Background: an optimization exercise with open tools, aiming at small area and a short achievable clock period. Do not read the settings as production practice.
Function was checked by simulation only, so behaviour that the tests miss may differ from the original.
Power and IR drop assume default switching activity.

rev 12:
==> flow/design.v <==
package idct_pkg;
  localparam int W_COEF = 25;
  localparam logic MODE_4X4 = 1'b0;
  localparam logic MODE_8X8 = 1'b1;
  localparam int LEN_4X4 = 16;
  localparam int LEN_8X8 = 64;
endpackage
module idct_coef_cell (
  input  logic clk,
  input  logic ld,
  input  logic keep,
  input  logic dn,
  output logic q
);
  always_ff @(posedge clk) begin
    q <= ~((q | ld) & (dn | keep));
  end
endmodule
module idct_coef_ao3 (
  input  logic [2:0] d,
  input  logic [2:0] s,
  output logic       yn
);
  assign yn = ~|(d & s);
endmodule
module idct_coef_wdec (
  input  logic be,
  input  logic a,
  input  logic b,
  output logic ld,
  output logic keep
);
  assign keep = ~(be & a & b);
  assign ld   = ~keep;
endmodule
module idct_coef_ao2 (
  input  logic [1:0] d,
  input  logic [1:0] s,
  output logic       yn
);
  assign yn = ~|(d & s);
endmodule
module idct_coef_nand3 (
  input  logic [2:0] a,
  output logic       y
);
  assign y = ~&a;
endmodule
module idct_coef_nand4 (
  input  logic [3:0] a,
  output logic       y
);
  assign y = ~&a;
endmodule
module idct_coef_nor2 (
  input  logic [1:0] a,
  output logic       y
);
  assign y = ~|a;
endmodule
module idct_coef_orn (
  input  logic a,
  input  logic bn,
  output logic y
);
  assign y = a | ~bn;
endmodule
module idct_coef_sel32
#(
  parameter int W = idct_pkg::W_COEF
) (
  input  logic               clk,
  input  logic               reset,
  input  logic [31:0][W-1:0] d,
  input  logic               adv,
  input  logic               wrap,
  output logic [W-1:0]       y
);
  logic [31:0] sel;
  always_ff @(posedge clk or negedge reset) begin
    if (!reset) sel <= 32'd1;
    else if (wrap) sel <= 32'd1;
    else if (adv)  sel <= {sel[30:0], sel[31]};
  end
  for (genvar b = 0; b < W; b++) begin : g_bit
    logic [10:0] tn;
    logic [2:0]  p;
    logic        pn;
    for (genvar k = 0; k < 10; k++) begin : g_term
      idct_coef_ao3 u_ao3 (
        .d  ({d[3*k+2][b], d[3*k+1][b], d[3*k][b]}),
        .s  (sel[3*k +: 3]),
        .yn (tn[k])
      );
    end
    idct_coef_ao2 u_ao2 (
      .d  ({d[31][b], d[30][b]}),
      .s  (sel[31:30]),
      .yn (tn[10])
    );
    for (genvar k = 0; k < 2; k++) begin : g_nand
      idct_coef_nand4 u_nand (
        .a (tn[4*k +: 4]),
        .y (p[k])
      );
    end
    idct_coef_nand3 u_nand3 (
      .a (tn[10:8]),
      .y (p[2])
    );
    idct_coef_nor2 u_nor (
      .a (p[1:0]),
      .y (pn)
    );
    idct_coef_orn u_orn (
      .a  (p[2]),
      .bn (pn),
      .y  (y[b])
    );
  end
endmodule
module idct_coef_bank
#(
  parameter int W = idct_pkg::W_COEF
) (
  input  logic                clk,
  input  logic                reset,
  input  logic                we,
  input  logic                wbank,
  input  logic [5:0]          waddr,
  input  logic [W-1:0]        wdn,
  input  logic                radv,
  input  logic                rwrap,
  output logic [3:0][W-1:0]   rquart
);
  logic [127:0][W-1:0] word;
  logic [1:0]          be;
  logic [7:0]          a_hi;
  logic [7:0]          a_lo;
  assign be = {we & wbank, we & ~wbank};
  always_comb begin
    for (int j = 0; j < 8; j++) a_hi[j] = (waddr[5:3] == 3'(j));
    for (int j = 0; j < 8; j++) a_lo[j] = (waddr[2:0] == 3'(j));
  end
  for (genvar i = 0; i < 128; i++) begin : g_word
    logic ld;
    logic keep;
    idct_coef_wdec u_dec (
      .be   (be[i / 64]),
      .a    (a_hi[(i / 8) % 8]),
      .b    (a_lo[i % 8]),
      .ld   (ld),
      .keep (keep)
    );
    for (genvar b = 0; b < W; b++) begin : g_bit
      idct_coef_cell u_cell (
        .clk  (clk),
        .ld   (ld),
        .keep (keep),
        .dn   (wdn[b]),
        .q    (word[i][b])
      );
    end
  end
  for (genvar q = 0; q < 4; q++) begin : g_quart
    idct_coef_sel32 #(.W(W)) u_sel (
      .clk   (clk),
      .reset (reset),
      .d     (word[q*32 +: 32]),
      .adv   (radv),
      .wrap  (rwrap),
      .y     (rquart[q])
    );
  end
endmodule
module idct_coef_oreg (
  input  logic clk,
  input  logic reset,
  input  logic d,
  output logic q
);
  always_ff @(posedge clk or negedge reset) begin
    if (!reset) q <= 1'b1;
    else        q <= d;
  end
endmodule
module idct_coef_tx
#(
  parameter int W   = idct_pkg::W_COEF,
  parameter int GAP = 1
) (
  input  logic         clk,
  input  logic         reset,
  input  logic         wr_en,
  input  logic [5:0]   wr_addr,
  input  logic [W-1:0] wr_data,
  input  logic         commit,
  input  logic         commit_mode,
  output logic         commit_ready,
  output logic [W-1:0] seq_out,
  output logic         seq_mode,
  output logic         seq_valid,
  output logic         seq_first,
  output logic         seq_last,
  output logic         busy
);
  localparam logic [5:0] LAST_4X4 = 6'(idct_pkg::LEN_4X4 - 1);
  localparam logic [5:0] LAST_8X8 = 6'(idct_pkg::LEN_8X8 - 1);
  logic [1:0]   full;
  logic [1:0]   bmode;
  logic         wb;
  logic         rb;
  logic [5:0]   cnt;
  logic         st_send;
  logic         st_gap;
  logic         ready_q;
  logic         busy_q;
  logic         nrb;
  logic [5:0]   ncnt;
  logic         nadv;
  logic         nwrap;
  logic [3:0]   qsel;
  logic         phase;
  logic [3:0][W-1:0] quart;
  logic         byp_hit;
  logic [W-1:0] byp_data;
  logic [3:0][W-1:0] rquart;
  logic [W-1:0] rd_raw;
  logic [W-1:0] rd_data;
  logic         wr_ok;
  logic         cm_ok;
  logic         go;
  logic         cur_mode;
  logic         is_last;
  logic [1:0]   full_n;
  logic [1:0]   bmode_n;
  logic         wb_n;
  logic         rb_n;
  logic [5:0]   cnt_n;
  logic         send_n;
  logic         gap_n;
  logic         go_n;
  logic         last_n;
  logic         nrb_n;
  logic [5:0]   ncnt_n;
  idct_coef_oreg u_ready_o (
    .clk   (clk),
    .reset (reset),
    .d     (~full_n[wb_n]),
    .q     (commit_ready)
  );
  assign busy         = busy_q;
  assign wr_ok = wr_en & ready_q;
  assign cm_ok = commit & ready_q;
  assign go       = st_send | (~st_gap & full[rb]);
  assign cur_mode = bmode[rb];
  assign is_last  = cnt == ((cur_mode == idct_pkg::MODE_8X8) ?
                            LAST_8X8 : LAST_4X4);
  idct_coef_bank #(.W(W)) u_bank (
    .clk    (clk),
    .reset  (reset),
    .we     (wr_ok),
    .wbank  (wb),
    .waddr  (wr_addr),
    .wdn    (wr_data ^ {W{phase}}),
    .radv   (nadv),
    .rwrap  (nwrap),
    .rquart (rquart)
  );
  always_comb begin
    rd_raw = '0;
    for (int q = 0; q < 4; q++) rd_raw = rd_raw | (quart[q] & {W{qsel[q]}});
    rd_data = byp_hit ? byp_data : (rd_raw ^ {W{~phase}});
  end
  always_comb begin
    full_n  = full;
    bmode_n = bmode;
    wb_n    = wb;
    rb_n    = rb;
    cnt_n   = cnt;
    send_n  = 1'b0;
    gap_n   = 1'b0;
    if (cm_ok) begin
      full_n[wb]  = 1'b1;
      bmode_n[wb] = commit_mode;
      wb_n        = ~wb;
    end
    if (go) begin
      if (is_last) begin
        full_n[rb] = 1'b0;
        rb_n       = ~rb;
        cnt_n      = 6'd0;
        gap_n      = 1'b1;
      end else begin
        cnt_n      = cnt + 6'd1;
        send_n     = 1'b1;
      end
    end
  end
  always_comb begin
    go_n   = go ? ~is_last : (full[rb] | (cm_ok & (wb == rb)));
    last_n = go & ~is_last &
             (ncnt == ((cur_mode == idct_pkg::MODE_8X8) ?
                       LAST_8X8 : LAST_4X4));
    nadv   = go_n & ~last_n;
    nwrap  = last_n;
    nrb_n  = nwrap ? ~nrb : nrb;
    ncnt_n = nwrap ? 6'd0 : nadv ? ncnt + 6'd1 : ncnt;
  end
  always_ff @(posedge clk) begin
    if (phase) phase <= 1'b0;
    else       phase <= 1'b1;
  end
  always_ff @(posedge clk) begin
    quart    <= rquart;
    byp_data <= wr_data;
  end
  always_ff @(posedge clk or negedge reset) begin
    if (!reset) begin
      full      <= '0;
      bmode     <= '0;
      wb        <= 1'b0;
      rb        <= 1'b0;
      cnt       <= '0;
      nrb       <= 1'b0;
      ncnt      <= '0;
      qsel      <= 4'd1;
      st_send   <= 1'b0;
      st_gap    <= 1'b0;
      ready_q   <= 1'b1;
      busy_q    <= 1'b0;
      byp_hit   <= 1'b0;
      seq_out   <= '0;
      seq_mode  <= 1'b0;
      seq_valid <= 1'b0;
      seq_first <= 1'b0;
      seq_last  <= 1'b0;
    end else begin
      full    <= full_n;
      bmode   <= bmode_n;
      wb      <= wb_n;
      rb      <= rb_n;
      cnt     <= cnt_n;
      nrb     <= nrb_n;
      ncnt    <= ncnt_n;
      for (int q = 0; q < 4; q++)  qsel[q] <= ({nrb, ncnt[5]} == 2'(q));
      st_send <= send_n;
      st_gap  <= gap_n;
      ready_q <= ~full_n[wb_n];
      busy_q  <= (|full_n) | send_n | gap_n;
      byp_hit <= wr_ok & ({wb, wr_addr} == {nrb, ncnt});
      if (go) begin
        seq_out   <= rd_data;
        seq_valid <= 1'b1;
        seq_first <= (cnt == 6'd0);
        seq_last  <= is_last;
        seq_mode  <= cur_mode;
      end else begin
        seq_out   <= '0;
        seq_valid <= 1'b0;
        seq_first <= 1'b0;
        seq_last  <= 1'b0;
      end
    end
  end
endmodule
==> flow/config.mk <==
export PLATFORM = sky130hd
export DESIGN_NAME = idct_coef_tx
export DESIGN_NICKNAME = idct_coef_tx
export VERILOG_FILES = /design/flow/design.v
export SDC_FILE = /design/flow/constraint.sdc
export NUM_CORES = 4
export LEC_CHECK = 0
export CAP_MARGIN = 20
export CORE_MARGIN = 2
export CORE_UTILIZATION = 40
export CTS_CLUSTER_DIAMETER = 60
export CTS_CLUSTER_SIZE = 30
export SETUP_SLACK_MARGIN = 1.68
export SLEW_MARGIN = 20
export SYNTH_HIERARCHICAL = 1
export SYNTH_MINIMUM_KEEP_SIZE = 0
==> flow/constraint.sdc <==
create_clock -name core_clock -period 4.0 [get_ports {clk}]
set_input_delay 0.8000 -clock core_clock [delete_from_list [all_inputs] [get_ports {clk}]]
set_output_delay 0.8000 -clock core_clock [all_outputs]
set_load 0.01 [all_outputs]
standard.sh (not shown) runs the stock make flow with config.mk's settings and CLKGATE_MAP_FILE= SYNTH_SCRIPT=/design/flow/synth_recipe.tcl, a recipe that flattens the netlist after the stock synthesis.
==> flow/flow/run.sh <==
#!/bin/bash
set -euo pipefail
export BUFFER_PORTS_ARGS="-buffer_cell sky130_fd_sc_hd__buf_4"
bash standard.sh > flow_make.log 2>&1
For rev 13, these inputs were changed with respect to rev 12:
diff --git a/flow/design.v b/flow/design.v
--- a/flow/design.v
+++ b/flow/design.v
@@ -216,4 +216,6 @@
   logic         ready_q;
   logic         busy_q;
+  logic         full_rb;
+  logic         mode_rb;
   logic         nrb;
   logic [5:0]   ncnt;
@@ -253,6 +255,6 @@
   assign wr_ok = wr_en & ready_q;
   assign cm_ok = commit & ready_q;
-  assign go       = st_send | (~st_gap & full[rb]);
-  assign cur_mode = bmode[rb];
+  assign go       = st_send | (~st_gap & full_rb);
+  assign cur_mode = mode_rb;
   assign is_last  = cnt == ((cur_mode == idct_pkg::MODE_8X8) ?
                             LAST_8X8 : LAST_4X4);
@@ -299,5 +301,5 @@
   end
   always_comb begin
-    go_n   = go ? ~is_last : (full[rb] | (cm_ok & (wb == rb)));
+    go_n   = go ? ~is_last : (full_rb | (cm_ok & (wb == rb)));
     last_n = go & ~is_last &
              (ncnt == ((cur_mode == idct_pkg::MODE_8X8) ?
@@ -329,4 +331,6 @@
       st_gap    <= 1'b0;
       ready_q   <= 1'b1;
+      full_rb   <= 1'b0;
+      mode_rb   <= 1'b0;
       busy_q    <= 1'b0;
       byp_hit   <= 1'b0;
@@ -348,4 +352,6 @@
       st_gap  <= gap_n;
       ready_q <= ~full_n[wb_n];
+      full_rb <= full_n[rb_n];
+      mode_rb <= bmode_n[rb_n];
       busy_q  <= (|full_n) | send_n | gap_n;
       byp_hit <= wr_ok & ({wb, wr_addr} == {nrb, ncnt});
Findings:
- Lower switching share of power among rev 13 and rev 12: rev 12
- The combinational group share of total power of rev 13 is higher than that of rev 12.
- Rev 13: clock-pin slew on the worst setup and hold paths 0.02 ns above rev 12
- Delta (rev 13 minus rev 12): final period demand of the worst path went down, non-clock buffer count dropped 22.
- Any difference in die area between rev 12 and rev 13 is small enough to ignore.
- Side by side, instance count on the critical path turned out lower in rev 13 than in rev 12.
- The cell count reported for rev 13 is smaller than that of rev 12 by 54.
- Final cycle utilization of the critical path for rev 13: 0.57 points down relative to rev 12
- Between rev 13 and rev 12, the insertion delay of the later-clocked pin in the worst-skew pair is lower for rev 13.
- Number of nets in the layout of rev 13 is on par with rev 12.
- Rev 13 vs rev 12: routed wire length up slightly
- Comparing rev 12 with rev 13, the die span in y came out essentially unchanged.
- Compared with rev 12, rev 13 shows a lower fraction of final layout cells with drive strength greater than 1.
- Of the two values seen for capture point of the critical path, u_bank.g_quart[0].u_sel.sel[20] was produced by rev 12 and quart[66] by rev 13.

re-timing with driven ports:
The results above use ideal ports. As a check the final layouts listed here were re-extracted and re-timed, cells and wires unchanged. Step 1: set_driving_cell puts a clkbuf_16 on clk and a buf_2 on each other input, an assumption about the parent block. Step 2, shift: input delay + t, output delay - t, t = (earliest + latest rising clock arrival at the registers) / 2. This alone moves slack from input paths to output paths. a / b / c = ideal ports / drivers / drivers and shift; a / b = the first two.
run | t, ns | slack for setup (ns) | hold WS [ns] | clock arrival spread, ns | slew at the worst register clock pin (ns) | pins driven straight from the clock port
rev 12 | 1.006 | 1.416 / 1.416 / 0.789 | 0.039 / -0.020 / 0.447 | 0.076 / 0.076 | 0.12 / 0.12 | 1
rev 13 | 0.983 | 1.439 / 1.439 / 0.923 | 0.036 / -0.029 / 0.448 | 0.084 / 0.083 | 0.12 / 0.12 | 1
After both steps every run listed still meets setup and hold. The setup slack of rev 12, which loses most, moves by 0.000 ns with the drivers and by -0.627 ns with both steps.
